Background: an optimization exercise with open tools, aiming at small area and a short achievable clock period. Do not read the settings as production practice. Only simulation tests tie the RTL to the original design; equivalence was not proved. Power is estimated from default activity; no workload was simulated.

File: flow/run.sh
#!/bin/bash
# synth_recipe.tcl (not shown) runs the flow's synth.tcl, then flattens the netlist and writes it again
# the make line also repeats each setting of config.mk as NAME=value (left out here)
make -C /OpenROAD-flow-scripts/flow DESIGN_CONFIG=/design/flow/config.mk WORK_HOME=/design/flow/orfs CLKGATE_MAP_FILE= SYNTH_SCRIPT=/design/flow/synth_recipe.tcl finish
File: flow/config.mk
export PLATFORM = sky130hd
export DESIGN_NAME = data_mem_responder
export DESIGN_NICKNAME = data_mem_responder
export VERILOG_FILES = /design/flow/design.v
export SDC_FILE = /design/flow/constraint.sdc
export NUM_CORES = 4
export LEC_CHECK = 0
export CAP_MARGIN = 20
export CORE_MARGIN = 2
export CORE_UTILIZATION = 60
export CTS_CLUSTER_DIAMETER = 150
export CTS_CLUSTER_SIZE = 24
export PLACE_DENSITY = 0.7
export SETUP_SLACK_MARGIN = 3.5
export SLEW_MARGIN = 20
export SYNTH_HIERARCHICAL = 1
export SYNTH_MINIMUM_KEEP_SIZE = 0
File: flow/constraint.sdc
create_clock -name core_clock -period 6.0 [get_ports {clk}]
set_input_delay 1.2000 -clock core_clock [delete_from_list [all_inputs] [get_ports {clk}]]
set_output_delay 1.2000 -clock core_clock [all_outputs]
set_load 0.01 [all_outputs]
File: flow/design.v
module data_mem_responder #(
    parameter int DATA_WIDTH  = 16,
    parameter int ADDR_WIDTH  = 8,
    parameter int WAIT_STATES = 2
) (
    input  logic                  clk,
    input  logic                  reset,
    input  logic                  mem_select,
    input  logic                  mem_read,
    input  logic [ADDR_WIDTH-1:0] addr,
    input  logic [DATA_WIDTH-1:0] wdata,
    output logic [DATA_WIDTH-1:0] rdata,
    output logic                  ready,
    output logic                  addr_error
);
    localparam bit ALIGN_CHECK = 1'b1;
    localparam int NWORDS = 2**(ADDR_WIDTH-1);
    logic [WAIT_STATES:0]  busy;
    logic                  idle;
    assign idle = ~(|busy) & ~ready;
    always_ff @(posedge clk) begin
        if (!reset) begin
            busy       <= '0;
            ready      <= 1'b0;
            addr_error <= 1'b0;
        end else begin
            busy       <= {busy[WAIT_STATES-1:0], mem_select & idle};
            ready      <= busy[WAIT_STATES] | (ready & mem_select);
            addr_error <= busy[WAIT_STATES] ? (ALIGN_CHECK & addr[0])
                                            : (addr_error & mem_select);
        end
    end
    logic [15:0] lo_nq;      
    logic [7:0]  hi_nq;      
    logic        wr_q;       
    always_ff @(posedge clk) begin
        for (int i = 0; i < 16; i++) lo_nq[i] <= (addr[4:1] != 4'(i));
        for (int j = 0; j < 8; j++)  hi_nq[j] <= (addr[7:5] != 3'(j));
        wr_q <= ~mem_read & ~(ALIGN_CHECK & addr[0]);
    end
    logic [DATA_WIDTH-1:0] ram [NWORDS];
    logic [7:0]            wr_hi_n;
    logic [NWORDS-1:0]     word_we;
    logic [NWORDS-1:0]     rd_sel;
    assign wr_hi_n = hi_nq | ~{8{busy[1] & wr_q & reset}};
    logic [NWORDS-1:0]     word_keep;
    for (genvar w = 0; w < NWORDS; w++) begin : g_word
        logic [DATA_WIDTH-1:0] nxt;
        assign word_we[w]   = ~(lo_nq[w % 16] | wr_hi_n[w / 16]);
        assign word_keep[w] = ~word_we[w];
        assign rd_sel[w]    = ~(lo_nq[w % 16] | hi_nq[w / 16]);
        for (genvar b = 0; b < DATA_WIDTH; b++) begin : g_bit
            dmem_ao22 u_nxt (.a0(ram[w][b]), .b0(word_keep[w]), .a1(wdata[b]), .b1(word_we[w]),
                             .y(nxt[b]));
        end
        always_ff @(posedge clk) begin
            ram[w] <= nxt;
        end
    end
    logic [6*DATA_WIDTH-1:0] part_n;    
    logic [6*DATA_WIDTH-1:0] part_nq;
    for (genvar b = 0; b < DATA_WIDTH; b++) begin : g_rbit
        logic [NWORDS-1:0] col;
        for (genvar w = 0; w < NWORDS; w++) begin : g_col
            assign col[w] = ram[w][b];
        end
        dmem_rd_bit u_rd (.sel(rd_sel), .d(col), .y_n(part_n[6*b +: 6]));
    end
    always_ff @(posedge clk) begin
        part_nq <= part_n;
        for (int b = 0; b < DATA_WIDTH; b++)
            rdata[b] <= ~(&part_nq[6*b +: 6]);
    end
endmodule
module dmem_rd_bit (
    input  logic [127:0] sel,
    input  logic [127:0] d,
    output logic [5:0]   y_n
);
    logic [42:0] t_n;    
    logic [11:0] u;      
    for (genvar k = 0; k < 42; k++) begin : g_t
        dmem_aoi222 u_t (.a0(sel[3*k]), .b0(d[3*k]), .a1(sel[3*k+1]), .b1(d[3*k+1]),
                         .a2(sel[3*k+2]), .b2(d[3*k+2]), .y(t_n[k]));
    end
    dmem_aoi22 u_t42 (.a0(sel[126]), .b0(d[126]), .a1(sel[127]), .b1(d[127]), .y(t_n[42]));
    for (genvar k = 0; k < 7; k++) begin : g_u4
        dmem_nand4 u_u (.a(t_n[4*k]), .b(t_n[4*k+1]), .c(t_n[4*k+2]), .d(t_n[4*k+3]), .y(u[k]));
    end
    for (genvar k = 0; k < 5; k++) begin : g_u3
        dmem_nand3 u_u (.a(t_n[28+3*k]), .b(t_n[28+3*k+1]), .c(t_n[28+3*k+2]), .y(u[7+k]));
    end
    for (genvar k = 0; k < 6; k++) begin : g_v
        dmem_nor2 u_v (.a(u[2*k]), .b(u[2*k+1]), .y(y_n[k]));
    end
endmodule
module dmem_aoi222 (
    input  logic a0, b0, a1, b1, a2, b2,
    output logic y
);
    assign y = ~((a0 & b0) | (a1 & b1) | (a2 & b2));
endmodule
module dmem_aoi22 (
    input  logic a0, b0, a1, b1,
    output logic y
);
    assign y = ~((a0 & b0) | (a1 & b1));
endmodule
module dmem_nand4 (
    input  logic a, b, c, d,
    output logic y
);
    assign y = ~(a & b & c & d);
endmodule
module dmem_nand3 (
    input  logic a, b, c,
    output logic y
);
    assign y = ~(a & b & c);
endmodule
module dmem_nor2 (
    input  logic a, b,
    output logic y
);
    assign y = ~(a | b);
endmodule
module dmem_ao22 (
    input  logic a0, b0, a1, b1,
    output logic y
);
    assign y = (a0 & b0) | (a1 & b1);
endmodule
==> results of run 1 <==
## area by class of cell
| cell class | count | area (um2) |
|---|---|---|
| repair buffers | 266 | 2140 |
| clock inverters | 1 | 20.0 |
| well taps | 1612 | 2020 |
| clock buffers | 105 | 2630 |
| multi-input cells | 3529 | 29300 |
| flip-flops and latches | 2190 | 43900 |
| fillers | 9281 | 40100 |
| diodes | 5 | 12.5 |
## logic make-up after synthesis
logic type,after synthesis,share of synthesized area [%]
AOI/OAI and AO/OA,2737,34.2
buffers and inverters,62,0.435
DFF,2190,60.2
and+or+nand+nor,791,5.17
## layer usage
| metal | vias up | wire length [um] |
|---|---|---|
| li1 | 25300 | - |
| met5 | - | 191 |
| met2 | 4054 | 108000 |
| met4 | 22 | 15300 |
| met1 | 29700 | 103000 |
| met3 | 649 | 32100 |
## path summary, 6_finish.rpt
path	from	endpoint	cells after the start
max	lo_nq[11]$_DFF_P_	part_nq[81]$_DFF_P_	6
min	part_nq[19]$_DFF_P_	rdata[3]$_DFF_P_	1
max reg2reg	lo_nq[11]$_DFF_P_	part_nq[81]$_DFF_P_	6
min reg2reg	part_nq[19]$_DFF_P_	rdata[3]$_DFF_P_	1
## placed cells by master, fill, tap and decap left out, types with 16 or more instances in the layout
cell | netlist | layout
sky130_fd_sc_hd__nor2_2 | 0 | 64
sky130_fd_sc_hd__nand2_2 | 0 | 75
sky130_fd_sc_hd__a222oi_1 | 672 | 672
sky130_fd_sc_hd__dfxtp_1 | 2190 | 2176
sky130_fd_sc_hd__nand3_1 | 104 | 104
sky130_fd_sc_hd__a22oi_2 | 16 | 16
sky130_fd_sc_hd__nor2_1 | 356 | 260
sky130_fd_sc_hd__nand4_1 | 113 | 113
sky130_fd_sc_hd__clkbuf_16 | 0 | 105
sky130_fd_sc_hd__nand2_1 | 123 | 48
sky130_fd_sc_hd__nor2_4 | 0 | 32
sky130_fd_sc_hd__buf_6 | 4 | 25
sky130_fd_sc_hd__a22o_1 | 2048 | 2048
sky130_fd_sc_hd__buf_4 | 5 | 209
sky130_fd_sc_hd__and4_1 | 16 | 16
## Yosys cell counts (2+ instances only)
cell | n | share of area [%]
sky130_fd_sc_hd__dfxtp_1 | 2190 | 60
sky130_fd_sc_hd__nand3b_1 | 3 | 0.031
sky130_fd_sc_hd__and4_1 | 16 | 0.19
sky130_fd_sc_hd__a22o_1 | 2048 | 25
sky130_fd_sc_hd__nand3b_2 | 7 | 0.11
sky130_fd_sc_hd__clkbuf_2 | 6 | 0.041
sky130_fd_sc_hd__nor2_1 | 356 | 1.8
sky130_fd_sc_hd__and2_1 | 2 | 0.017
sky130_fd_sc_hd__or3b_2 | 2 | 0.024
sky130_fd_sc_hd__clkbuf_1 | 25 | 0.13
sky130_fd_sc_hd__or2_1 | 14 | 0.12
sky130_fd_sc_hd__buf_2 | 22 | 0.15
sky130_fd_sc_hd__buf_4 | 5 | 0.052
sky130_fd_sc_hd__or2_2 | 2 | 0.017
sky130_fd_sc_hd__a22oi_2 | 16 | 0.28
sky130_fd_sc_hd__buf_6 | 4 | 0.062
sky130_fd_sc_hd__nand2b_1 | 16 | 0.14
sky130_fd_sc_hd__nand4_1 | 113 | 0.97
sky130_fd_sc_hd__nand2_1 | 123 | 0.63
sky130_fd_sc_hd__nand3_1 | 104 | 0.72
sky130_fd_sc_hd__and2b_1 | 16 | 0.17
sky130_fd_sc_hd__nor2b_1 | 5 | 0.043
sky130_fd_sc_hd__and3b_1 | 7 | 0.084
sky130_fd_sc_hd__a222oi_1 | 672 | 9.2
## per-module statistics from Yosys (local to each module, per instance), a selection
module / cells inside / cell area (um2)
data_mem_responder: 2756 / 46500
dmem_ao22: 1 / 8.76
dmem_aoi22: 1 / 12.5
dmem_aoi222: 1 / 10.0
dmem_nand3: 1 / 5.00
dmem_nand4: 1 / 6.26
dmem_nor2: 1 / 3.75
## metrics by stage
step / power (uW) / worst slack, ps / area (um2) / hold WS, ps / cells
after detailed placement: 17200 / 1360 / 76700 / 368 / 7594
after global routing: 25300 / 3440 / 80000 / 397 / 7705
after floorplan: 16500 / 3650 / 72800 / 353 / 5780
after global placement: 17200 / 1280 / 76500 / 361 / 7585
after CTS: 24600 / 3320 / 79700 / 386 / 7700
final: 24600 / 3360 / 80000 / 383 / 7708
## power groups by stage
stage / Sequential, uW / Clock [uW] / Combinational (uW)
2_1_floorplan: 15800 / 0 / 713
3_3_place_gp: 15900 / 0 / 1260
3_5_place_dp: 15900 / 0 / 1290
4_1_cts: 15600 / 7650 / 1290
5_1_grt: 15700 / 8160 / 1390
6_report: 15600 / 7640 / 1340
## registers in the layout (all words and copies together) (netlist names)
name / count
ram: 2048
part_nq: 96
lo_nq: 16
rdata: 16
hi_nq: 8
busy: 3
addr_error: 1
ready: 1
wr_q: 1
## what timing repair did
| item | CTS | global route |
|---|---|---|
| gates cloned | 0 | 1 |
| hold buffers | 0 | 0 |
| gates resized for setup | 213 | 76 |
| pin swaps | 3 | 12 |
| setup endpoints to repair | 2154 | 1367 |
==> summary.md, run 1 <==
* 6116 — net count of the finished layout
* 0 — post-route DRC violation count
* 45 — number of buffers inserted by port buffering
* 0 — number of max-cap violations
* 2 — Critical path buffers and inverters
* 46 — number of I/O pins
* 39.5% — global-route usage over all layers
* 22.9% — switching part of the total power
* 352 um — die span in x
* 9.94% — M3 GR Usage
* 30 — count of cell types in the netlist
* 0.278 mV — Worst IR Drop VDD
* 308 mW/mm2 — power density over the cells
* met2 — busiest grt layer
* 2190 — flop and latch count out of synthesis
* flip-flop — type of element capturing the critical path
* 66.6% — post-layout utilization of the core
* 127 — row count
* 11500 — drt initial violations
* 10 — router iterations before antenna repair
* 6620 ps — required time of the critical path
* 12.6 um2 — mean area per synthesized cell
* 31.0% — Clk pwr share
* 0 — Post-synth EDFFs
* 16 — maximum fanout encountered on the critical timing path
* 640 ps — longest individual stage delay on the worst path
* 1260 ps — Worst Tran Pin Value
* 740 ps — clock latency reported for the late side of the worst-skew pair
* flip-flop — CP startpoint kind
* 9.95% — Synth-to-Final Area Change
* 63.5% — sequential cell fraction of total power
* 0 ps — post-route setup TNS
* 352 um — die height
* 3360 ps — Worst R2R Setup Slack
* 2190 — clk sinks
* 5.4% — Logic pwr share
* 375000 um — first-pass GRT wire length
* sky130_fd_sc_hd__a222oi_1 — slowest cell on the critical path
* 10.1% — fraction of layout cells with a size suffix above 1
* reg2reg — Tightest Hold Check Type
* 0.120 mm2 — core area
* 0.124 mm2 — die footprint
* done — clock tree from TritonCTS
* true — RSZ-0062 raised after global routing
* 0% — proportion of synthesized flip-flops having asynchronous set or reset
* 5808 — synthesized net count
* 3 — buffer levels on the longest clock path
* 19000 uW — internal power consumption
* 0 — fin. max-slew vios
* 0 — final hold violations
* 155000 um — final HPWL from detailed placement
* 43.9% — period utilisation layout
* 0.0302 uW — leakage power figure
* 55.7% — met1 usage in global routing
* 5780 — gate count after technology mapping
* simple AND/OR/NAND/NOR gates — delay-heaviest family, CP
* 3 — H-tree lvl count
* 101 — CTS Buf Count
* no timing/DRC/antenna violations — outcome
* sky130_fd_sc_hd__buf_4 — cell seen most often among critical-path stages
* buf_4 -> nor2_1 -> buf_4 -> a222oi_1 -> nand4_1 -> nor2_2 — critical path, cell by cell
* 33.6 um — routed wire length per instance
* 0 — buffer count from post-CTS setup fixing
* 60.2% — portion of the post-synthesis area used by sequential elements
* sky130_fd_sc_hd__clkbuf_16 — CTS Root Buffer Type
* 0 — Finish-stage setup viols
* sky130_fd_sc_hd__dfxtp_1 — most used flip-flop cell after synthesis
* 0.956 — GP Congestion
* 3260 ps — arrival time of the worst setup path
* 59700 — overall via count from detail_route
* 0.0728 mm2 — post-synthesis instance area
* 0 — Final ANT Viol Nets
* 16.1% — relative slew slack
* 2640 ps — fin crit period
* 30.1 ps — worst-case clock skew
* 55000 — via count of the first global-routing pass
* 0 — grt total ovfl
* 0.379 GHz — max frequency
* 5630 uW — net switching power
* 60.6% — initial core utilization
* 90 ps — CTS clock-pin slew for the worst setup and hold paths
* 55.8% — met2 Resource Use GR
* 95 — maximum number of pins on one net before global-route repair
* reg2reg — type of the worst setup path
* 259000 um — WL final
* 14 — number of antenna violations at the first check in global routing
* 7.75 — Avg Vias per Cell
* 9 — Yosys Warn Count
==> run 2: changes to the inputs <==
--- a/flow/design.v
+++ b/flow/design.v
@@ -30,27 +30,29 @@
                                             : (addr_error & mem_select);
         end
     end
-    logic [15:0] lo_nq;      
-    logic [7:0]  hi_nq;      
-    logic        wr_q;       
+    logic [15:0]           lo_nq;      
+    logic [7:0]            hi_nq;      
+    logic [DATA_WIDTH-1:0] wdata_q;
+    logic [7:0]            wr_hi_nq;
     always_ff @(posedge clk) begin
         for (int i = 0; i < 16; i++) lo_nq[i] <= (addr[4:1] != 4'(i));
         for (int j = 0; j < 8; j++)  hi_nq[j] <= (addr[7:5] != 3'(j));
-        wr_q <= ~mem_read & ~(ALIGN_CHECK & addr[0]);
+        wdata_q <= wdata;
+        for (int j = 0; j < 8; j++)
+            wr_hi_nq[j] <= ~(reset & busy[0] & ~mem_read & ~(ALIGN_CHECK & addr[0])
+                             & (addr[7:5] == 3'(j)));
     end
     logic [DATA_WIDTH-1:0] ram [NWORDS];
-    logic [7:0]            wr_hi_n;
     logic [NWORDS-1:0]     word_we;
     logic [NWORDS-1:0]     rd_sel;
-    assign wr_hi_n = hi_nq | ~{8{busy[1] & wr_q & reset}};
     logic [NWORDS-1:0]     word_keep;
     for (genvar w = 0; w < NWORDS; w++) begin : g_word
         logic [DATA_WIDTH-1:0] nxt;
-        assign word_we[w]   = ~(lo_nq[w % 16] | wr_hi_n[w / 16]);
+        assign word_we[w]   = ~(lo_nq[w % 16] | wr_hi_nq[w / 16]);
         assign word_keep[w] = ~word_we[w];
         assign rd_sel[w]    = ~(lo_nq[w % 16] | hi_nq[w / 16]);
         for (genvar b = 0; b < DATA_WIDTH; b++) begin : g_bit
-            dmem_ao22 u_nxt (.a0(ram[w][b]), .b0(word_keep[w]), .a1(wdata[b]), .b1(word_we[w]),
+            dmem_ao22 u_nxt (.a0(ram[w][b]), .b0(word_keep[w]), .a1(wdata_q[b]), .b1(word_we[w]),
                              .y(nxt[b]));
         end
         always_ff @(posedge clk) begin
--- a/flow/config.mk
+++ b/flow/config.mk
@@ -7,11 +7,11 @@
 export LEC_CHECK = 0
 export CAP_MARGIN = 20
 export CORE_MARGIN = 2
-export CORE_UTILIZATION = 60
+export CORE_UTILIZATION = 70
 export CTS_CLUSTER_DIAMETER = 150
 export CTS_CLUSTER_SIZE = 24
-export PLACE_DENSITY = 0.7
-export SETUP_SLACK_MARGIN = 3.5
+export PLACE_DENSITY = 0.78
+export SETUP_SLACK_MARGIN = 3.6
 export SLEW_MARGIN = 20
 export SYNTH_HIERARCHICAL = 1
 export SYNTH_MINIMUM_KEEP_SIZE = 0
==> run 2 against run 1 <==
  * Still clean
  * Final cell count is 4.7% lower
  * Setup slack improved by 120 ps
  * Global-route usage rose by 2.5 points
  * Critical path depth is the same
  * Critical path type unchanged
==> summary.md, run 2 <==
* 327 um — die span in x, -7.1%
* 2 — Critical path buffers and inverters, unchanged
* 411 ps — Min Hold Slack, +28.2 ps
* 75 — maximum number of pins on one net before global-route repair, -21%
* sky130_fd_sc_hd__dfxtp_1 — most common cell after layout, fill and taps aside
* 9 — Yosys Warn Count, unchanged
* 1280 ps — Worst Tran Pin Value, +16.2 ps
* 3190 ps — arrival time of the worst setup path, -70 ps
* 3 — buffer levels on the longest clock path, unchanged
* 0 — final hold violations, unchanged
* sky130_fd_sc_hd__dfxtp_1 (2174), sky130_fd_sc_hd__a22o_1 (2048), sky130_fd_sc_hd__a222oi_1 (672) — top library cells by usage in the layout, fill and taps aside
* sky130_fd_sc_hd__dfxtp_1 (61%), sky130_fd_sc_hd__a22o_1 (25%), sky130_fd_sc_hd__a222oi_1 (9.2%), sky130_fd_sc_hd__nor2_1 (1.2%), sky130_fd_sc_hd__or2_2 (0.98%) — cells taking the most area after synthesis
* 0.0301 uW — leakage power figure, -0.45%
* 7.74% — Synth-to-Final Area Change
* 0.295 mV — Worst IR Drop VDD, +6.3%
* 41.9% — period utilisation layout, -2.1 points
* 349000 um — first-pass GRT wire length, -6.9%
* 0.930 — GP Congestion, -2.7%
* 6680 ps — required time of the critical path, +60 ps
* 0 — post-route DRC violation count, unchanged
* sky130_fd_sc_hd__dfxtp_1 — most used flip-flop cell after synthesis
* part_nq[13]$_DFF_P_ — hold path startpoint
* 46 — number of I/O pins, unchanged
* 118 — row count, -7.1%
* 3490 ps — least setup slack across all paths after layout, +123 ps
* 70.6% — initial core utilization, +10 points
* 293 mW/mm2 — power density over the cells, -4.9%
* 18000 uW — internal power consumption, -5.0%
* sky130_fd_sc_hd__dfxtp_1 (2213), sky130_fd_sc_hd__a22o_1 (2048), sky130_fd_sc_hd__a222oi_1 (672), sky130_fd_sc_hd__nor2_1 (227), sky130_fd_sc_hd__inv_1 (128) — most instantiated cells after synthesis
* flip-flop — type of element capturing the critical path
* 64.8% — sequential cell fraction of total power, +1.3 points
* rdata[2]$_DFF_P_ — Hold Path End
* 0 — fin. max-slew vios, unchanged
* 0% — proportion of synthesized flip-flops having asynchronous set or reset, unchanged
* 0 — count of hold-fix buffers inserted at cts, unchanged
* 33.2% — Clk pwr share, +2.2 points
* buf_4 -> nor2_1 -> buf_4 -> a222oi_1 -> nand3_1 -> nor2_1 — critical path, cell by cell
* 0 ps — post-route setup TNS, unchanged
* 0 — Post-synth EDFFs, unchanged
* reg2reg — Tightest Hold Check Type
* 2.0% — Logic pwr share, -3.4 points
* no timing/DRC/antenna violations — outcome
* 60.6% — portion of the post-synthesis area used by sequential elements, +0.34 points
* 5774 — synthesized net count, -0.59%
* 32.2 um — routed wire length per instance, -4.2%
* 102 — CTS Buf Count, +0.99%
* 760 ps — clock latency reported for the late side of the worst-skew pair, +20 ps
* 0 — number of max-cap violations, unchanged
* 7.74% — fraction of layout cells with a size suffix above 1, -2.3 points
* 29 — count of cell types in the netlist, -3.3%
* 12.7 um2 — mean area per synthesized cell, +1.1%
* 0.398 GHz — max frequency, +4.9%
* 8.03 — Avg Vias per Cell, +3.6%
* 2213 — clk sinks, +1.1%
* 0.104 mm2 — core area, -14%
* sky130_fd_sc_hd__dfxtp_1 — post-synth top area cell
* sky130_fd_sc_hd__a222oi_1 — slowest cell on the critical path
* 0 — Final ANT Viol Nets, unchanged
* 11700 — drt initial violations, +2.4%
* 58900 — overall via count from detail_route, -1.3%
* 42.0% — global-route usage over all layers, +2.5 points
* 5020 uW — net switching power, -11%
* compound AO/OA/AOI/OAI gates — delay-heaviest family, CP
* 2213 — flop and latch count out of synthesis, +1.1%
* ram — Largest Register
* 15.0% — relative slew slack, -1.1 points
* 16 — maximum fanout encountered on the critical timing path, unchanged
* reg2reg — type of the worst setup path
* true — RSZ-0062 raised after global routing
* 236000 um — WL final, -8.7%
* 3210 ps — Post-Place Worst Slack, +1850 ps
* 21.8% — switching part of the total power, -1.1 points
* 54300 — via count of the first global-routing pass, -1.2%
* 0.107 mm2 — die footprint, -14%
* 6 — length in cells of the worst reg-to-reg path, unchanged
* sky130_fd_sc_hd__dfxtp_1 — cell with the most instances after synthesis
* 3 — H-tree lvl count, unchanged
* ram: 2048 flops, part_nq: 96 flops — leading registers by flop count
* 5978 — net count of the finished layout, -2.3%
* sky130_fd_sc_hd__clkbuf_16 — CTS Root Buffer Type
* 29.8 ps — worst-case clock skew, -0.240 ps
* 810 ps — longest individual stage delay on the worst path, +170 ps
* 1 — cell count of the worst hold path, unchanged
* 327 um — die height, -7.1%
* 9 — number of antenna violations at the first check in global routing, -5
* 45 — number of buffers inserted by port buffering, unchanged
* 90 ps — CTS clock-pin slew for the worst setup and hold paths, about the same
* 0 — Finish-stage setup viols, unchanged
* 76.0% — post-layout utilization of the core, +9.4 points
* lo_nq[13]$_DFF_P_ — startpoint of the worst-slack reg-to-reg timing path
* 3490 ps — Worst R2R Setup Slack, +120 ps
* 2510 ps — fin crit period, -123 ps
* 23100 uW — Total Power Consumption, -6.3%
* part_nq[10]$_DFF_P_ — r2r endpoint
* 2048 — max FFs per register, unchanged
* 10 — router iterations before antenna repair, unchanged
* done — clock tree from TritonCTS
* 60.6% — area share of the largest cell type after synthesis, +0.34 points
* 0 — grt total ovfl, unchanged
* 5746 — gate count after technology mapping, -0.59%
* 143000 um — final HPWL from detailed placement, -7.9%
* flip-flop — CP startpoint kind
* 0.0731 mm2 — post-synthesis instance area, +0.48%
[run 2: how the worst max path moves through the flow]
stage                 startpoint                  end  slack, ps  cells after the start
3_5_place_dp    lo_nq[4]$_DFF_P_  part_nq[26]$_DFF_P_       3210                      6
6_report       lo_nq[13]$_DFF_P_  part_nq[10]$_DFF_P_       3490                      6
3_3_place_gp    lo_nq[4]$_DFF_P_  part_nq[26]$_DFF_P_       3220                      6
5_1_grt         rdata[3]$_DFF_P_             rdata[3]       3510                      1
2_1_floorplan  lo_nq[14]$_DFF_P_  part_nq[11]$_DFF_P_       4140                      5
4_1_cts         rdata[3]$_DFF_P_             rdata[3]       3390                      1
[run 2: power groups by stage]
stage | registers [uW] | clock network (uW) | logic, uW
global placement | 15300 | 0 | 416
finish | 14900 | 7660 | 454
detailed placement | 15300 | 0 | 427
global route | 15000 | 8170 | 458
CTS | 14900 | 7650 | 427
floorplan | 15300 | 0 | 128
[run 2: logic make-up (layout without fill, tap and decap cells)]
family | Yosys count | count (layout) | synth area share, %
and+or+nand+nor | 626 | 626 | 4.45
DFF | 2213 | 2213 | 60.6
AOI/OAI and AO/OA | 2737 | 2737 | 34.0
other | 0 | 5 | 0
buffers and inverters | 170 | 383 | 0.972
[run 2: metal layers]
layer,global-route usage [%],share of wire (%),vias to the layer above
li1,-,-,24900
met1,58.7,38,29100
met2,62.0,44,4271
met3,8.15,12,692
met4,22.3,6.1,12
met5,0,0.036,-
[run 2: cell type report]
type                       count  area [um2]
antenna                        5        12.5
clock buffer                 108        2640
clock inverter                 5        55.1
fill                        6938       24800
inverter                     128         480
multi-input combinational   3363       28300
sequential                  2213       44400
tap                         1380        1730
timing repair buffer         142        1200
[run 2: timing repair]
action | 4_1_cts | 5_1_grt
pin swaps | 5 | 5
setup buffers | 1 | 6
endpoints found under the setup margin | 198 | 70
hold endpoints to repair | 0 | 0
cloned | 0 | 0
resized for setup | 109 | 23
[run 2: stage by stage]
step	cells	instance area (um2)
after detailed placement	7214	75800
after CTS	7328	78500
after floorplan	5746	73200
final	7344	78800
after global placement	7209	75700
after global routing	7339	78800
[run 2: Yosys stat by module, one instance, submodules excluded, excerpt]
module	times used	flip-flops and latches	cells inside	cell area (um2)
dmem_nand4	112	0	1	6.26
dmem_nand3	80	0	1	5.00
data_mem_responder	1	2213	2722	46800
dmem_aoi222	672	0	1	10.0
dmem_nor2	96	0	1	3.75
dmem_aoi22	16	0	1	12.5
dmem_ao22	2048	0	1	8.76
==> run 3: changes to the inputs <==
--- a/flow/config.mk
+++ b/flow/config.mk
@@ -7,10 +7,10 @@
 export LEC_CHECK = 0
 export CAP_MARGIN = 20
 export CORE_MARGIN = 2
-export CORE_UTILIZATION = 70
+export CORE_UTILIZATION = 60
 export CTS_CLUSTER_DIAMETER = 150
-export CTS_CLUSTER_SIZE = 24
-export PLACE_DENSITY = 0.78
+export CTS_CLUSTER_SIZE = 27
+export PLACE_DENSITY = 0.7
 export SETUP_SLACK_MARGIN = 3.6
 export SLEW_MARGIN = 20
 export SYNTH_HIERARCHICAL = 1
==> run 3 against run 2 <==
  * Still clean
  * Die area up 16%
  * Register-to-register slack better by 30 ps
  * Hold slack better by 30 ps
  * Combinational power up 6.6%
  * Utilization down 11 points
  * Clock skew shrank 4.5 ps
  * Fmax rose by 1.2%
  * Synthesized cell count stayed put
  * Non-clock buffer count grew 29
  * Critical path type unchanged
==> summary.md, run 3 <==
* 34.0% — share of the synthesized area in compound gates (AO/OA/AOI/OAI), unchanged
* 0.0731 mm2 — post-synthesis instance area, unchanged
* 0% — synthesized-area fraction occupied by xor and xnor cells, unchanged
* 12 — maximum fanout encountered on the critical timing path, -4
* compound AO/OA/AOI/OAI gates — combinational family with the most area after synthesis
* 245000 um — WL final, +3.6%
* done — clock tree from TritonCTS
* simple AND/OR/NAND/NOR gates — delay-heaviest family, CP
* 32.4% — Clk pwr share, -0.8 points
* sky130_fd_sc_hd__clkbuf_16 — CTS Root Buffer Type
* 0.254 mV — Worst IR Drop VDD, -14%
* 0 — grt total ovfl, unchanged
* true — RSZ-0062 raised after global routing
* 60.6% — area share of the largest cell type after synthesis, unchanged
* 730 ps — clock latency reported for the late side of the worst-skew pair, -30 ps
* 0 — final hold violations, unchanged
* 288 mW/mm2 — power density over the cells, -1.4%
* 41.4% — period utilisation layout, -0.49 points
* 0 — post-route DRC violation count, unchanged
* 17800 uW — internal power consumption, -1.3%
* 100 ps — CTS clock-pin slew for the worst setup and hold paths, about the same
* 0.125 mm2 — die footprint, +16%
* 0% — Synth Area in Adders, unchanged
* ram: 2048 flops, part_nq: 96 flops — leading registers by flop count
* 0.904 — GP Congestion, -2.8%
* 8.08% — Synth-to-Final Area Change
* 2480 ps — fin crit period, -29.2 ps
* 5774 — synthesized net count, unchanged
* 7.88% — fraction of layout cells with a size suffix above 1, +0.15 points
* 7.64 — Avg Vias per Cell, -4.8%
* 0% — proportion of synthesized flip-flops having asynchronous set or reset, unchanged
* 29 — count of cell types in the netlist, unchanged
* 9 — Yosys Warn Count, unchanged
* 65.5% — sequential cell fraction of total power, +0.7 points
* 0.0790 mm2 — design area, +0.32%
* 0.0301 uW — leakage power figure, about the same
* 2048 — max FFs per register, unchanged
* 58100 — overall via count from detail_route, -1.4%
* 2213 — clk sinks, unchanged
* 10 — router iterations before antenna repair, unchanged
* 0 — Post-synth EDFFs, unchanged
* 32.2 um — routed wire length per instance, about the same
* 25.3 ps — worst-case clock skew, -4.53 ps
* 2 — Critical path buffers and inverters, unchanged
* 5746 — gate count after technology mapping, unchanged
* 1180 ps — Worst Tran Pin Value, -90.2 ps
* 0% — multiplexer fraction of the synthesized cell area, unchanged
* 60.2% — initial core utilization, -10 points
* 11000 — drt initial violations, -6.0%
* reg2reg — type of the worst setup path
* 0.0444 mm2 — Sequential cell area, about the same
* 0.0283 mm2 — area of combinational cells with multiple inputs, about the same
* 0 — fin. max-slew vios, unchanged
* 54000 — via count of the first global-routing pass, -0.49%
* 16 — number of antenna violations at the first check in global routing, +7
* 0 — Finish-stage setup viols, unchanged
* 5996 — net count of the finished layout, +0.30%
* 0 — Final ANT Viol Nets, unchanged
* sky130_fd_sc_hd__dfxtp_1 — cell with the most instances after synthesis
* 353 um — die span in x, +7.9%
* 128 — row count, +8.5%
* 360000 um — first-pass GRT wire length, +3.1%
* sky130_fd_sc_hd__dfxtp_1 — most common cell after layout, fill and taps aside
* no timing/DRC/antenna violations — outcome
* 2.1% — Logic pwr share, about the same
* 46 — number of I/O pins, unchanged
* 3 — H-tree lvl count, unchanged
* 2213 — flop and latch count out of synthesis, unchanged
* sky130_fd_sc_hd__dfxtp_1 (61%), sky130_fd_sc_hd__a22o_1 (25%), sky130_fd_sc_hd__a222oi_1 (9.2%), sky130_fd_sc_hd__nor2_1 (1.2%), sky130_fd_sc_hd__or2_2 (0.98%) — cells taking the most area after synthesis
* 91 — CTS Buf Count, -11%
* sky130_fd_sc_hd__dfxtp_1 — post-synth top area cell
* 520 ps — longest individual stage delay on the worst path, -290 ps
* 4990 uW — net switching power, -0.57%
* 12.7 um2 — mean area per synthesized cell, unchanged
* sky130_fd_sc_hd__a222oi_1 — slowest cell on the critical path
* 0.0764 mm2 — Placed Instance Area, +0.77%
* 0 — number of max-cap violations, unchanged
* 6670 ps — required time of the critical path, about the same
* 69 — maximum number of pins on one net before global-route repair, -8.0%
* 9522 — FILL cells, +37%
* sky130_fd_sc_hd__dfxtp_1 (2213), sky130_fd_sc_hd__a22o_1 (2048), sky130_fd_sc_hd__a222oi_1 (672), sky130_fd_sc_hd__nor2_1 (227), sky130_fd_sc_hd__inv_1 (128) — most instantiated cells after synthesis
* reg2reg — Tightest Hold Check Type
* ram — Largest Register
* 0.403 GHz — max frequency, +1.2%
* 150000 um — final HPWL from detailed placement, +5.0%
* 353 um — die height, +7.9%
* 45 — number of buffers inserted by port buffering, unchanged
* 4.45% — simple-gate area share of the yosys netlist, unchanged
* 21.9% — switching part of the total power, +0.12 points
* 3 — buffer levels on the longest clock path, unchanged
* 20.7% — relative slew slack, +5.7 points
* 3150 ps — arrival time of the worst setup path, -40 ps
* 0 ps — post-route setup TNS, unchanged
* sky130_fd_sc_hd__dfxtp_1 (2172), sky130_fd_sc_hd__a22o_1 (2048), sky130_fd_sc_hd__a222oi_1 (672) — top library cells by usage in the layout, fill and taps aside
* flip-flop — CP startpoint kind
* flip-flop — type of element capturing the critical path
* 37.3% — global-route usage over all layers, -4.7 points
* 0.121 mm2 — core area, +17%
* sky130_fd_sc_hd__dfxtp_1 — most used flip-flop cell after synthesis
* 60.6% — portion of the post-synthesis area used by sequential elements, unchanged
* 0 — count of hold-fix buffers inserted at cts, unchanged
* buf_4 -> nor2_1 -> buf_4 -> a222oi_1 -> nand4_1 -> nor2_1 — critical path, cell by cell
[run 3: cell counts after synthesis]
No cell type changed its count.
[run 3: path summary, 6_finish.rpt]
| kind | from | slack [ps] | endpoint | cells past startpoint |
|---|---|---|---|---|
| max | lo_nq[9]$_DFF_P_ | 3520 | part_nq[75]$_DFF_P_ | 6 |
| min | part_nq[85]$_DFF_P_ | 440 | rdata[14]$_DFF_P_ | 1 |
| max reg2reg | lo_nq[9]$_DFF_P_ | 3520 | part_nq[75]$_DFF_P_ | 6 |
| min reg2reg | part_nq[85]$_DFF_P_ | 440 | rdata[14]$_DFF_P_ | 1 |
[run 3: power by group through the flow]
stage	clock network (uW)	registers [uW]	logic, uW
finish	7380	14900	484
global route	7930	14900	490
CTS	7420	14900	463
detailed placement	0	15300	463
global placement	0	15300	453
floorplan	0	15300	128
[run 3: final cells by class]
| type | count | area share, % |
|---|---|---|
| Inverter | 128 | 0.608 |
| Clock buffer | 100 | 3.08 |
| Sequential cell | 2213 | 56.2 |
| Multi-Input combinational cell | 3363 | 35.7 |
| Timing Repair Buffer | 171 | 1.80 |
| Antenna cell | 8 | 0.0253 |
| Tap cell | 1625 | 2.57 |
[run 3: timing repair]
action,4_1_cts,5_1_grt
setup endpoints to repair,292,122
pin swaps,2,4
resized for setup,108,24
buffers inserted,2,0
[run 3: metrics by stage]
stage / hold WS [ps] / cells / power (uW) / worst slack [ps] / utilization [%]
after floorplan: 353 / 5746 / 15400 / 4140 / -
after global placement: 403 / 7491 / 15700 / 3260 / 62.9
after detailed placement: 401 / 7495 / 15700 / 3230 / 62.9
after CTS: 430 / 7597 / 22800 / 3530 / 65.0
after global routing: 452 / 7603 / 23400 / 3550 / 65.1
final: 441 / 7608 / 22800 / 3520 / 65.1
[run 3: per-module statistics from Yosys (local to each module, per instance), a selection]
module	copies in the design	cells	cell area, um2	flip-flops and latches
dmem_aoi22	16	1	12.5	0
dmem_nand3	80	1	5.00	0
data_mem_responder	1	2722	46800	2213
dmem_aoi222	672	1	10.0	0
dmem_ao22	2048	1	8.76	0
dmem_nand4	112	1	6.26	0
dmem_nor2	96	1	3.75	0
[run 3: cell families (layout without fill, tap and decap cells)]
kind of cell / after synthesis / in the layout
compound gates: 2737 / 2737
flops: 2213 / 2213
simple gates: 626 / 626
buf+inv: 170 / 399
other cells: 0 / 8
[run 3: layer usage]
metal	track usage [%]	routed length [um]
met1	53.7	101000
met2	55.5	107000
met3	6.93	25900
met4	14.8	11100
met5	0	114
==> run 4: changes to the inputs <==
--- a/flow/config.mk
+++ b/flow/config.mk
@@ -9,9 +9,9 @@
 export CORE_MARGIN = 2
 export CORE_UTILIZATION = 60
 export CTS_CLUSTER_DIAMETER = 150
-export CTS_CLUSTER_SIZE = 27
+export CTS_CLUSTER_SIZE = 24
 export PLACE_DENSITY = 0.7
-export SETUP_SLACK_MARGIN = 3.6
+export SETUP_SLACK_MARGIN = 4.1
 export SLEW_MARGIN = 20
 export SYNTH_HIERARCHICAL = 1
 export SYNTH_MINIMUM_KEEP_SIZE = 0
==> run 4 against run 3 <==
  * Global-route usage increased by 1.1 points
  * Utilization up 4.1 points
  * Largest power group unchanged
  * Die area is the same
  * Critical path depth shrank 5
  * Flip-flop and latch count unchanged
  * Critical path type is now reg2out
  * Combinational power rose by about 30%
  * Non-clock buffer count increased by 336
  * Final cell count grew 4.8%
  * Count of clock-buffer cells in the layout is 7 higher
  * Design area grew 6.3%
  * Clock power up 4.5%
==> summary.md, run 4 <==
* no timing/DRC/antenna violations — outcome
* 128 — row count, unchanged
* sky130_fd_sc_hd__dfxtp_1 — most common cell after layout, fill and taps aside
* 0.121 mm2 — core area, unchanged
* 0% — proportion of synthesized flip-flops having asynchronous set or reset, unchanged
* 0.125 mm2 — die footprint, unchanged
* 38.4% — global-route usage over all layers, +1.1 points
* true — RSZ-0062 raised after global routing
* sky130_fd_sc_hd__dfxtp_4 — slowest cell on the critical path
* 0 — grt total ovfl, unchanged
* 730 ps — clock latency reported for the late side of the worst-skew pair, about the same
* 0 — Final ANT Viol Nets, unchanged
* 0 — Finish-stage setup viols, unchanged
* 0.0764 mm2 — Placed Instance Area, unchanged
* 12 — router iterations before antenna repair, +2
* 11800 — drt initial violations, +7.4%
* 1 — Critical path buffers and inverters, -1
* 150000 um — final HPWL from detailed placement, unchanged
* 27.1% — relative slew slack, +6.4 points
* 60900 — overall via count from detail_route, +4.7%
* 15.8% — fraction of layout cells with a size suffix above 1, +7.9 points
* flip-flops — delay-heaviest family, CP
* 100 ps — CTS clock-pin slew for the worst setup and hold paths, about the same
* 353 um — die height, unchanged
* 2410 ps — fin crit period, -71.8 ps
* 60.6% — portion of the post-synthesis area used by sequential elements, unchanged
* reg2out — type of the worst setup path
* 54800 — via count of the first global-routing pass, +1.5%
* 3590 ps — least setup slack across all paths after layout, +71.8 ps
* 277 mW/mm2 — power density over the cells, -4.0%
* 438 ps — Min Hold Slack, -2.90 ps
* 25.1 ps — worst-case clock skew, -0.190 ps
* 259000 um — WL final, +5.8%
* 7.63 — Avg Vias per Cell, about the same
* 1090 ps — Worst Tran Pin Value, -91.3 ps
* 4800 ps — required time of the critical path, -1870 ps
* 29 — count of cell types in the netlist, unchanged
* done — clock tree from TritonCTS
* 14.9% — Synth-to-Final Area Change
* 7971 — number of cells in the finished layout apart from fillers, +4.8%
* sky130_fd_sc_hd__clkbuf_16 — CTS Root Buffer Type
* 1 — maximum fanout encountered on the critical timing path, -11
* ram: 2048 flops, part_nq: 96 flops — leading registers by flop count
* 369000 um — first-pass GRT wire length, +2.6%
* 60.2% — initial core utilization, unchanged
* 3 — H-tree lvl count, unchanged
* 2048 — max FFs per register, unchanged
* 32.5 um — routed wire length per instance, +1.0%
* sky130_fd_sc_hd__dfxtp_1 — cell with the most instances after synthesis
* 0 — number of max-cap violations, unchanged
* 380 ps — longest individual stage delay on the worst path, -140 ps
* 6354 — net count of the finished layout, +6.0%
* 0 — Post-synth EDFFs, unchanged
* 1210 ps — arrival time of the worst setup path, -1940 ps
* 7495 — number of cells after detailed placement, unchanged
* 0 — count of hold-fix buffers inserted at cts, unchanged
* 0 — post-route DRC violation count, unchanged
* 12.7 um2 — mean area per synthesized cell, unchanged
* reg2reg — Tightest Hold Check Type
* 2213 — clk sinks, unchanged
* 0 — final hold violations, unchanged
* sky130_fd_sc_hd__dfxtp_1 (61%), sky130_fd_sc_hd__a22o_1 (25%), sky130_fd_sc_hd__a222oi_1 (9.2%), sky130_fd_sc_hd__nor2_1 (1.2%), sky130_fd_sc_hd__or2_2 (0.98%) — cells taking the most area after synthesis
* 5746 — gate count after technology mapping, unchanged
* sky130_fd_sc_hd__dfxtp_1 (2152), sky130_fd_sc_hd__a22o_1 (2048), sky130_fd_sc_hd__a222oi_1 (672) — top library cells by usage in the layout, fill and taps aside
* 46 — number of I/O pins, unchanged
* flip-flop — CP startpoint kind
* 0.0731 mm2 — post-synthesis instance area, unchanged
* sky130_fd_sc_hd__dfxtp_1 — post-synth top area cell
* buf_6 — critical path, cell by cell
* ram — Largest Register
* 16 — number of antenna violations at the first check in global routing, unchanged
* sky130_fd_sc_hd__dfxtp_1 (2213), sky130_fd_sc_hd__a22o_1 (2048), sky130_fd_sc_hd__a222oi_1 (672), sky130_fd_sc_hd__nor2_1 (227), sky130_fd_sc_hd__inv_1 (128) — most instantiated cells after synthesis
* 3230 ps — Post-Place Worst Slack, unchanged
* 5774 — synthesized net count, unchanged
* 60.6% — area share of the largest cell type after synthesis, unchanged
* 2213 — flop and latch count out of synthesis, unchanged
* sky130_fd_sc_hd__dfxtp_1 — most used flip-flop cell after synthesis
* 9 — Yosys Warn Count, unchanged
* 69 — maximum number of pins on one net before global-route repair, unchanged
* 0.0840 mm2 — design area, +6.3%
* 0 — fin. max-slew vios, unchanged
* 102 — CTS Buf Count, +12%
* 353 um — die span in x, unchanged
* 40.2% — period utilisation layout, -1.2 points
* 0.415 GHz — max frequency, +3.0%
* 0.0315 uW — leakage power figure, +4.8%
* 0.290 mV — Worst IR Drop VDD, +15%
* 0.904 — GP Congestion, unchanged
* 0 ps — post-route setup TNS, unchanged
* output pin — type of element capturing the critical path
* 45 — number of buffers inserted by port buffering, unchanged
* 3 — buffer levels on the longest clock path, unchanged
## run 4: cell families after synthesis
group	after synthesis	share of synthesized area [%]
DFF	2213	60.6
and+or+nand+nor	626	4.45
AOI/OAI and AO/OA	2737	34.0
buffers and inverters	170	0.972
## run 4: worst paths after layout
kind | startpoint | slack, ps | cells past startpoint | endpoint
setup / recovery | rdata[10]$_DFF_P_ | 3590 | 1 | rdata[10]
hold / removal | part_nq[85]$_DFF_P_ | 440 | 1 | rdata[14]$_DFF_P_
setup reg to reg | lo_nq[8]$_DFF_P_ | 3880 | 7 | part_nq[75]$_DFF_P_
hold reg to reg | part_nq[85]$_DFF_P_ | 440 | 1 | rdata[14]$_DFF_P_
## run 4: layout make-up
| class | instances | area (um2) |
|---|---|---|
| sequential | 2213 | 44500 |
| inverter | 128 | 826 |
| multi-input combinational | 3374 | 28800 |
| antenna | 16 | 40.0 |
| clock buffer | 107 | 2640 |
| fill | 9092 | 37400 |
| tap | 1625 | 2030 |
| clock inverter | 1 | 20.0 |
| timing repair buffer | 507 | 5150 |
## run 4: what timing repair did
item / 4_1_cts / 5_1_grt
buffers inserted: 138 / 181
endpoints found under the setup margin: 2112 / 1034
pin swaps: 105 / 232
resized for setup: 375 / 237
cloned: 6 / 27
## run 4: report_power, final
group | switching [uW] | total (uW) | leakage (uW) | internal [uW]
combinational | 436 | 627 | 0.0124 | 191
sequential | 147 | 14900 | 0.0178 | 14800
clock | 4570 | 7710 | 0.00131 | 3140
total | 5160 | 23300 | 0.0315 | 18100
## run 4: through the flow
step | utilization (%) | power [uW]
6_report | 69.2 | 23300
5_1_grt | 69.2 | 23800
4_1_cts | 66.9 | 23200
3_5_place_dp | 62.9 | 15700
3_3_place_gp | 62.9 | 15700
2_1_floorplan | - | 15400
## run 4: metal layers
layer	up-vias	wire length (um)	global-route usage, %
met1	30500	104000	55.4
met2	4084	113000	56.8
met5	-	77	0
li1	25700	-	-
met4	10	12200	15.2
met3	607	30000	7.60
## run 4: modules after synthesis (local to each module, per instance), excerpt
module | flip-flops and latches | cells inside
dmem_nand3 | 0 | 1
dmem_ao22 | 0 | 1
dmem_aoi222 | 0 | 1
dmem_aoi22 | 0 | 1
data_mem_responder | 2213 | 2722
dmem_nand4 | 0 | 1
dmem_nor2 | 0 | 1
==> run 5: changes to the inputs <==
--- a/flow/config.mk
+++ b/flow/config.mk
@@ -11,7 +11,7 @@
 export CTS_CLUSTER_DIAMETER = 150
 export CTS_CLUSTER_SIZE = 24
 export PLACE_DENSITY = 0.7
-export SETUP_SLACK_MARGIN = 4.1
+export SETUP_SLACK_MARGIN = 4.5
 export SLEW_MARGIN = 20
 export SYNTH_HIERARCHICAL = 1
 export SYNTH_MINIMUM_KEEP_SIZE = 0
==> run 5 against run 4 <==
  * Fmax decreased by 3.7%
  * Flip-flop and latch count is the same
  * Utilization rose by 4.7 points
  * Design area grew 6.8%
  * Clock skew is 2.3 ps higher
  * Critical path type unchanged
  * Via count up 5.2%
  * Count of clock-buffer cells in the layout up 2
  * Die area unchanged
  * Clock power grew 0.5%
==> summary.md, run 5 <==
* sky130_fd_sc_hd__dfxtp_1 — most used flip-flop cell after synthesis
* 22.5% — fraction of layout cells with a size suffix above 1, +6.7 points
* 281000 um — WL final, +8.3%
* 430 ps — longest individual stage delay on the worst path, +50 ps
* 0 — final hold violations, unchanged
* 6 — length in cells of the worst reg-to-reg path, -1
* 19 — number of antenna violations at the first check in global routing, +3
* true — RSZ-0062 raised after global routing
* 0 — Post-synth EDFFs, unchanged
* 153000 um — final HPWL from detailed placement, +2.2%
* ram: 2048 flops, part_nq: 96 flops — leading registers by flop count
* 0 ps — post-route setup TNS, unchanged
* 102 — CTS Buf Count, unchanged
* 0 — Final ANT Viol Nets, unchanged
* 3 — H-tree lvl count, unchanged
* 41.8% — period utilisation layout, +1.6 points
* 0.121 mm2 — core area, unchanged
* 9 — Yosys Warn Count, unchanged
* 90 ps — CTS clock-pin slew for the worst setup and hold paths, about the same
* flip-flop — CP startpoint kind
* 64000 — overall via count from detail_route, +5.2%
* sky130_fd_sc_hd__dfxtp_1 (2213), sky130_fd_sc_hd__a22o_1 (2048), sky130_fd_sc_hd__a222oi_1 (672), sky130_fd_sc_hd__nor2_1 (227), sky130_fd_sc_hd__inv_1 (128) — most instantiated cells after synthesis
* 60.6% — area share of the largest cell type after synthesis, unchanged
* 0.0731 mm2 — post-synthesis instance area, unchanged
* 18200 uW — internal power consumption, +0.32%
* 2213 — clk sinks, unchanged
* sky130_fd_sc_hd__dfxtp_1 (61%), sky130_fd_sc_hd__a22o_1 (25%), sky130_fd_sc_hd__a222oi_1 (9.2%), sky130_fd_sc_hd__nor2_1 (1.2%), sky130_fd_sc_hd__or2_2 (0.98%) — cells taking the most area after synthesis
* 128 — row count, unchanged
* 0 — post-route DRC violation count, unchanged
* flip-flops — delay-heaviest family, CP
* 41.6% — global-route usage over all layers, +3.2 points
* 0.0296 mm2 — area of combinational cells with multiple inputs, +2.6%
* rdata[7] — Critical Path Sink
* sky130_fd_sc_hd__dfxtp_1 (2150), sky130_fd_sc_hd__a22o_1 (2048), sky130_fd_sc_hd__a222oi_1 (672) — top library cells by usage in the layout, fill and taps aside
* sky130_fd_sc_hd__dfxtp_1 — post-synth top area cell
* 0.340 mV — Worst IR Drop VDD, +17%
* no timing/DRC/antenna violations — outcome
* 1 — total number of cells along the worst setup path, unchanged
* 60.2% — initial core utilization, unchanged
* 58600 — via count of the first global-routing pass, +6.8%
* 353 um — die height, unchanged
* 0 — number of max-cap violations, unchanged
* 27.4 ps — worst-case clock skew, +2.29 ps
* 0.125 mm2 — die footprint, unchanged
* 45 — number of buffers inserted by port buffering, unchanged
* 33.1% — Clk pwr share, about the same
* 261 mW/mm2 — power density over the cells, -5.7%
* 1 — Critical path buffers and inverters, unchanged
* 0 — grt total ovfl, unchanged
* 5260 uW — net switching power, +2.0%
* 0.0445 mm2 — Sequential cell area, about the same
* 63.6% — sequential cell fraction of total power, -0.5 points
* 1 — maximum fanout encountered on the critical timing path, unchanged
* 2213 — flop and latch count out of synthesis, unchanged
* reg2out — type of the worst setup path
* output pin — type of element capturing the critical path
* 33.3 um — routed wire length per instance, +2.4%
* 0% — proportion of synthesized flip-flops having asynchronous set or reset, unchanged
* 43.3% — relative slew slack, +16 points
* sky130_fd_sc_hd__clkbuf_16 — CTS Root Buffer Type
* 2048 — max FFs per register, unchanged
* 77 — maximum number of pins on one net before global-route repair, +12%
* 0.0339 uW — leakage power figure, +7.6%
* 0.899 — GP Congestion, -0.52%
* sky130_fd_sc_hd__dfxtp_4 — slowest cell on the critical path
* 5774 — synthesized net count, unchanged
* rdata[7]$_DFF_P_ — crit path from
* lo_nq[5]$_DFF_P_ — startpoint of the worst-slack reg-to-reg timing path
* 3 — buffer levels on the longest clock path, unchanged
* 8426 — number of cells in the finished layout apart from fillers, +5.7%
* 4800 ps — required time of the critical path, about the same
* sky130_fd_sc_hd__dfxtp_1 — cell with the most instances after synthesis
* reg2reg — Tightest Hold Check Type
* 46 — number of I/O pins, unchanged
* 2510 ps — fin crit period, +93.9 ps
* 5746 — gate count after technology mapping, unchanged
* 7.60 — Avg Vias per Cell, -0.45%
* 1310 ps — arrival time of the worst setup path, +100 ps
* 3.3% — Logic pwr share, +0.6 points
* ram — Largest Register
* 12 — router iterations before antenna repair, unchanged
* 12.7 um2 — mean area per synthesized cell, unchanged
* 0.399 GHz — max frequency, -3.7%
* 60.6% — portion of the post-synthesis area used by sequential elements, unchanged
* 6808 — net count of the finished layout, +7.1%
* 353 um — die span in x, unchanged
* 0 — Finish-stage setup viols, unchanged
* 22.6% — Synth-to-Final Area Change
* 0 — fin. max-slew vios, unchanged
* 22.5% — switching part of the total power, +0.29 points
* buf_6 — critical path, cell by cell
* 29 — count of cell types in the netlist, unchanged
* done — clock tree from TritonCTS
* part_nq[35]$_DFF_P_ — r2r endpoint
* 3880 ps — Worst R2R Setup Slack, about the same
* sky130_fd_sc_hd__dfxtp_1 — most common cell after layout, fill and taps aside
* 7455 — number of cells after detailed placement, -0.53%
* 397000 um — first-pass GRT wire length, +7.5%
* 850 ps — Worst Tran Pin Value, -244 ps
* 760 ps — clock latency reported for the late side of the worst-skew pair, +30 ps
* 11900 — drt initial violations, +0.45%
* 8270 — FILL cells, -9.0%
-- run 5: cell counts after synthesis --
No cell type changed its count.
-- run 5: cells by family after synthesis --
kind of cell | after synthesis | share of synthesized area, %
compound gates | 2737 | 34.0
flops | 2213 | 60.6
simple gates | 626 | 4.45
buf+inv | 170 | 0.972
-- run 5: layout make-up --
cell class | instances | share of cell area [%]
antenna | 15 | 0.0418
clock buffer | 109 | 2.95
clock inverter | 1 | 0.0223
inverter | 128 | 1.07
multi-input combinational | 3391 | 33.0
sequential | 2213 | 49.6
tap | 1625 | 2.27
timing repair buffer | 944 | 11.1
-- run 5: worst min-delay path by stage --
stage                         from                end  slack [ps]  cells past startpoint
2_1_floorplan   part_nq[1]$_DFF_P_   rdata[0]$_DFF_P_         350                      1
3_3_place_gp   part_nq[85]$_DFF_P_  rdata[14]$_DFF_P_         420                      1
3_5_place_dp   part_nq[61]$_DFF_P_  rdata[10]$_DFF_P_         420                      1
4_1_cts        part_nq[31]$_DFF_P_   rdata[5]$_DFF_P_         440                      1
5_1_grt        part_nq[61]$_DFF_P_  rdata[10]$_DFF_P_         460                      1
6_report       part_nq[31]$_DFF_P_   rdata[5]$_DFF_P_         440                      1
-- run 5: modules after synthesis, one instance, submodules excluded, excerpt --
module              flip-flops and latches  area [um2]
dmem_nand4                               0        6.26
data_mem_responder                    2213       46800
dmem_aoi222                              0        10.0
dmem_aoi22                               0        12.5
dmem_ao22                                0        8.76
dmem_nand3                               0        5.00
dmem_nor2                                0        3.75
-- run 5: power by group through the flow --
stage	clock network, uW	registers, uW	logic [uW]
floorplan	0	15300	141
global placement	0	15300	447
detailed placement	0	15300	456
CTS	7740	14900	667
global route	8250	14900	768
finish	7750	14900	769
-- run 5: repair_timing --
item	in CTS	in global routing
buffers inserted	586	210
endpoints found under the setup margin	2191	1063
pin swaps	458	275
gates cloned	23	27
gates resized for setup	773	213
hold buffers	0	0
-- run 5: metal layers --
layer / up-vias / global-route usage (%) / share of wire, %
met2: 4851 / 61.3 / 42
met3: 884 / 8.43 / 12
li1: 26600 / - / -
met1: 31600 / 57.6 / 38
met4: 20 / 22.8 / 7.1
met5: - / 0 / 0.050
-- run 5: per-stage QoR --
step / area (um2) / setup slack [ps] / power [uW] / hold slack [ps] / utilization (%)
6_report: 89700 / 3490 / 23400 / 437 / 73.9
5_1_grt: 89700 / 3470 / 23900 / 460 / 73.9
4_1_cts: 86800 / 3470 / 23300 / 440 / 71.5
3_5_place_dp: 76400 / 3170 / 15700 / 419 / 62.9
3_3_place_gp: 76300 / 3170 / 15700 / 415 / 62.9
2_1_floorplan: 73600 / 4190 / 15400 / 353 / -
==> run 6: changes to the inputs <==
--- a/flow/config.mk
+++ b/flow/config.mk
@@ -11,7 +11,7 @@
 export CTS_CLUSTER_DIAMETER = 150
 export CTS_CLUSTER_SIZE = 24
 export PLACE_DENSITY = 0.7
-export SETUP_SLACK_MARGIN = 4.5
+export SETUP_SLACK_MARGIN = 3.5
 export SLEW_MARGIN = 20
 export SYNTH_HIERARCHICAL = 1
 export SYNTH_MINIMUM_KEEP_SIZE = 0
==> run 6 against run 5 <==
  * Utilization decreased by 8.7 points
  * Die area unchanged
  * Still clean on timing, DRC and antenna
  * Final cell count fell by 9.6%
==> summary.md, run 6 <==
* 292 mW/mm2 — power density over the cells, +12%
* 3 — buffer levels on the longest clock path, unchanged
* 107000 um — WL met2, -10%
* 60.6% — portion of the post-synthesis area used by sequential elements, unchanged
* compound AO/OA/AOI/OAI gates — combinational family with the most area after synthesis
* 29 — count of cell types in the netlist, unchanged
* 5746 — gate count after technology mapping, unchanged
* 0% — synthesized-area fraction occupied by xor and xnor cells, unchanged
* 0.904 — GP Congestion, +0.52%
* 23100 uW — Total Power Consumption, -1.4%
* 6008 — net count of the finished layout, -12%
* sky130_fd_sc_hd__dfxtp_1 (2213), sky130_fd_sc_hd__a22o_1 (2048), sky130_fd_sc_hd__a222oi_1 (672), sky130_fd_sc_hd__nor2_1 (227), sky130_fd_sc_hd__inv_1 (128) — most instantiated cells after synthesis
* 60.2% — initial core utilization, unchanged
* 0 — post-route DRC violation count, unchanged
* 0.0444 mm2 — Sequential cell area, -0.27%
* 0.125 mm2 — die footprint, unchanged
* 7.89% — fraction of layout cells with a size suffix above 1, -15 points
* sky130_fd_sc_hd__a222oi_1 — slowest cell on the critical path
* 16 — maximum fanout encountered on the critical timing path, +15
* 2510 ps — fin crit period, +0.930 ps
* 21.1% — relative slew slack, -22 points
* flip-flop — CP startpoint kind
* 0.121 mm2 — core area, unchanged
* 353 um — die span in x, unchanged
* 41.8% — period utilisation layout, about the same
* 0 ps — post-route setup TNS, unchanged
* 0 — number of max-cap violations, unchanged
* no timing/DRC/antenna violations — outcome
* 26.6 ps — worst-case clock skew, -0.833 ps
* 0.399 GHz — max frequency, about the same
* 1180 ps — Worst Tran Pin Value, +329 ps
* 0% — multiplexer fraction of the synthesized cell area, unchanged
* 3 — H-tree lvl count, unchanged
* 0 — grt total ovfl, unchanged
* 0 — Post-synth EDFFs, unchanged
* sky130_fd_sc_hd__dfxtp_1 — most used flip-flop cell after synthesis
* reg2reg — type of the worst setup path
* reg2reg — Tightest Hold Check Type
* 1 — Critical path buffers and inverters, unchanged
* 46 — number of I/O pins, unchanged
* 9540 — FILL cells, +15%
* 0.0731 mm2 — post-synthesis instance area, unchanged
* 101000 um — detailed-route wire length on metal 1, -5.0%
* 128 — row count, unchanged
* 9 — Yosys Warn Count, unchanged
* 150000 um — final HPWL from detailed placement, -2.2%
* 100 ps — CTS clock-pin slew for the worst setup and hold paths, about the same
* sky130_fd_sc_hd__dfxtp_1 (2177), sky130_fd_sc_hd__a22o_1 (2048), sky130_fd_sc_hd__a222oi_1 (672) — top library cells by usage in the layout, fill and taps aside
* buf_4 -> nor2_2 -> a222oi_1 -> nand4_1 -> nor2_1 — critical path, cell by cell
* 10 — number of antenna violations at the first check in global routing, -9
* 4.45% — simple-gate area share of the yosys netlist, unchanged
* ram — Largest Register
* 730 ps — clock latency reported for the late side of the worst-skew pair, -30 ps
* 245000 um — WL final, -13%
* 69 — maximum number of pins on one net before global-route repair, -10%
* 0% — proportion of synthesized flip-flops having asynchronous set or reset, unchanged
* 7.63 — Avg Vias per Cell, +0.41%
* 353 um — die height, unchanged
* sky130_fd_sc_hd__dfxtp_1 — post-synth top area cell
* 0.286 mV — Worst IR Drop VDD, -16%
* 37.4% — global-route usage over all layers, -4.3 points
* 0 — Final ANT Viol Nets, unchanged
* 0 — fin. max-slew vios, unchanged
* 2048 — max FFs per register, unchanged
* 6660 ps — required time of the critical path, +1860 ps
* 26000 um — wire length on met3, -25%
* 60.6% — area share of the largest cell type after synthesis, unchanged
* 5774 — synthesized net count, unchanged
* 58100 — overall via count from detail_route, -9.2%
* 54000 — via count of the first global-routing pass, -7.7%
* 8.25% — Synth-to-Final Area Change
* 34.0% — share of the synthesized area in compound gates (AO/OA/AOI/OAI), unchanged
* 2213 — clk sinks, unchanged
* sky130_fd_sc_hd__clkbuf_16 — CTS Root Buffer Type
* 770 ps — longest individual stage delay on the worst path, +340 ps
* 102 — CTS Buf Count, unchanged
* flip-flop — type of element capturing the critical path
* 0.0302 uW — leakage power figure, -11%
* 361000 um — first-pass GRT wire length, -9.1%
* 65.2% — post-layout utilization of the core, -8.7 points
* 12.7 um2 — mean area per synthesized cell, unchanged
* 0 — Finish-stage setup viols, unchanged
* 2213 — flop and latch count out of synthesis, unchanged
* compound AO/OA/AOI/OAI gates — delay-heaviest family, CP
* sky130_fd_sc_hd__dfxtp_1 — cell with the most instances after synthesis
* 32.2 um — routed wire length per instance, -3.4%
* 0 — final hold violations, unchanged
* sky130_fd_sc_hd__dfxtp_1 (61%), sky130_fd_sc_hd__a22o_1 (25%), sky130_fd_sc_hd__a222oi_1 (9.2%), sky130_fd_sc_hd__nor2_1 (1.2%), sky130_fd_sc_hd__or2_2 (0.98%) — cells taking the most area after synthesis
* ram: 2048 flops, part_nq: 96 flops — leading registers by flop count
* 0% — Synth Area in Adders, unchanged
* 11000 — drt initial violations, -7.9%
* 3160 ps — arrival time of the worst setup path, +1850 ps
* 10 — router iterations before antenna repair, -2
* done — clock tree from TritonCTS
* 0.0282 mm2 — area of combinational cells with multiple inputs, -4.5%
* sky130_fd_sc_hd__dfxtp_1 — most common cell after layout, fill and taps aside
* 45 — number of buffers inserted by port buffering, unchanged
* false — RSZ-0062 raised after global routing
* met5 — uppermost layer routed
run 6: area by class of cell:
cell class / count / share of cell area, %
antenna: 9 / 0.0284
clock buffer: 107 / 3.33
clock inverter: 1 / 0.0253
inverter: 128 / 0.607
multi-input combinational: 3363 / 35.7
sequential: 2213 / 56.1
tap: 1625 / 2.57
timing repair buffer: 172 / 1.69
run 6: per-layer routing:
layer / vias to the layer above / GRT usage (%)
li1: 24900 / -
met1: 29300 / 53.9
met2: 3471 / 55.7
met4: 4 / 14.5
met5: - / 0
met3: 465 / 6.95
run 6: worst paths after layout:
kind	startpoint	cells past startpoint	end	slack (ps)
hold / removal	part_nq[85]$_DFF_P_	1	rdata[14]$_DFF_P_	440
setup reg to reg	lo_nq[4]$_DFF_P_	5	part_nq[30]$_DFF_P_	3490
setup / recovery	lo_nq[4]$_DFF_P_	5	part_nq[30]$_DFF_P_	3490
hold reg to reg	part_nq[85]$_DFF_P_	1	rdata[14]$_DFF_P_	440
run 6: power breakdown:
group	total (uW)	internal, uW	switching (uW)
clock	7680	3140	4550
combinational	482	117	366
sequential	14900	14800	155
total	23100	18000	5070
run 6: kinds of logic after synthesis:
group                  Yosys count
AO/OA/AOI/OAI                 2737
flip-flops                    2213
AND/OR/NAND/NOR                626
buffers and inverters          170
run 6: repair_timing:
action	4_1_cts	5_1_grt
endpoints found under the setup margin	122	101
hold buffers	0	0
buffers inserted	2	0
gates resized for setup	67	21
pin swaps	1	2
hold endpoints to repair	0	0
run 6: through the flow:
stage,hold slack (ps),area (um2),cells,worst slack (ps)
detailed placement,401,76400,7495,3230
global placement,403,76300,7491,3260
global route,446,79100,7610,3500
floorplan,353,73200,5746,4140
CTS,426,79100,7605,3370
finish,438,79200,7618,3490
run 6: per-module statistics from Yosys (local to each module, per instance), excerpt:
module,area [um2],cells inside
data_mem_responder,46800,2722
dmem_nand4,6.26,1
dmem_nor2,3.75,1
dmem_aoi22,12.5,1
dmem_aoi222,10.0,1
dmem_nand3,5.00,1
dmem_ao22,8.76,1

## port drivers added, routing unchanged
How much do the figures lean on ideal ports? The routed layouts below were timed once more, with nothing changed but the port constraints. Step 1 assumes that a clkbuf_16 drives the clock port and a buf_2 every other input. Step 2 moves the port delays by t, midway between the first and last clock arrival at a register: inputs arrive t later, outputs are due t later. That takes back most of the time a late clock gives input paths. a / b / c = ideal / step 1 / step 2; a / b = the first two.
run	shift t [ns]	slack for setup (ns)	worst hold slack (ns)	latest minus earliest clock arrival (ns)	slew at the worst register clock pin (ns)
run 1	0.803	3.364 / 3.364 / 2.674	0.383 / 0.383 / 0.383	0.034 / 0.035	0.10 / 0.10
run 2	0.817	3.488 / 3.444 / 3.256	0.411 / 0.411 / 0.411	0.032 / 0.032	0.10 / 0.10
run 3	0.804	3.517 / 3.489 / 3.193	0.441 / 0.441 / 0.441	0.030 / 0.030	0.11 / 0.11
run 4	0.805	3.588 / 3.504 / 3.254	0.438 / 0.438 / 0.438	0.032 / 0.033	0.10 / 0.10
run 5	0.837	3.495 / 3.408 / 3.613	0.437 / 0.437 / 0.437	0.030 / 0.029	0.10 / 0.10
run 6	0.793	3.494 / 3.481 / 3.131	0.438 / 0.438 / 0.438	0.032 / 0.032	0.10 / 0.10
After both steps every run listed still meets setup and hold. The setup slack of run 1, which loses most, moves by 0.000 ns with the drivers and by -0.690 ns with both steps.
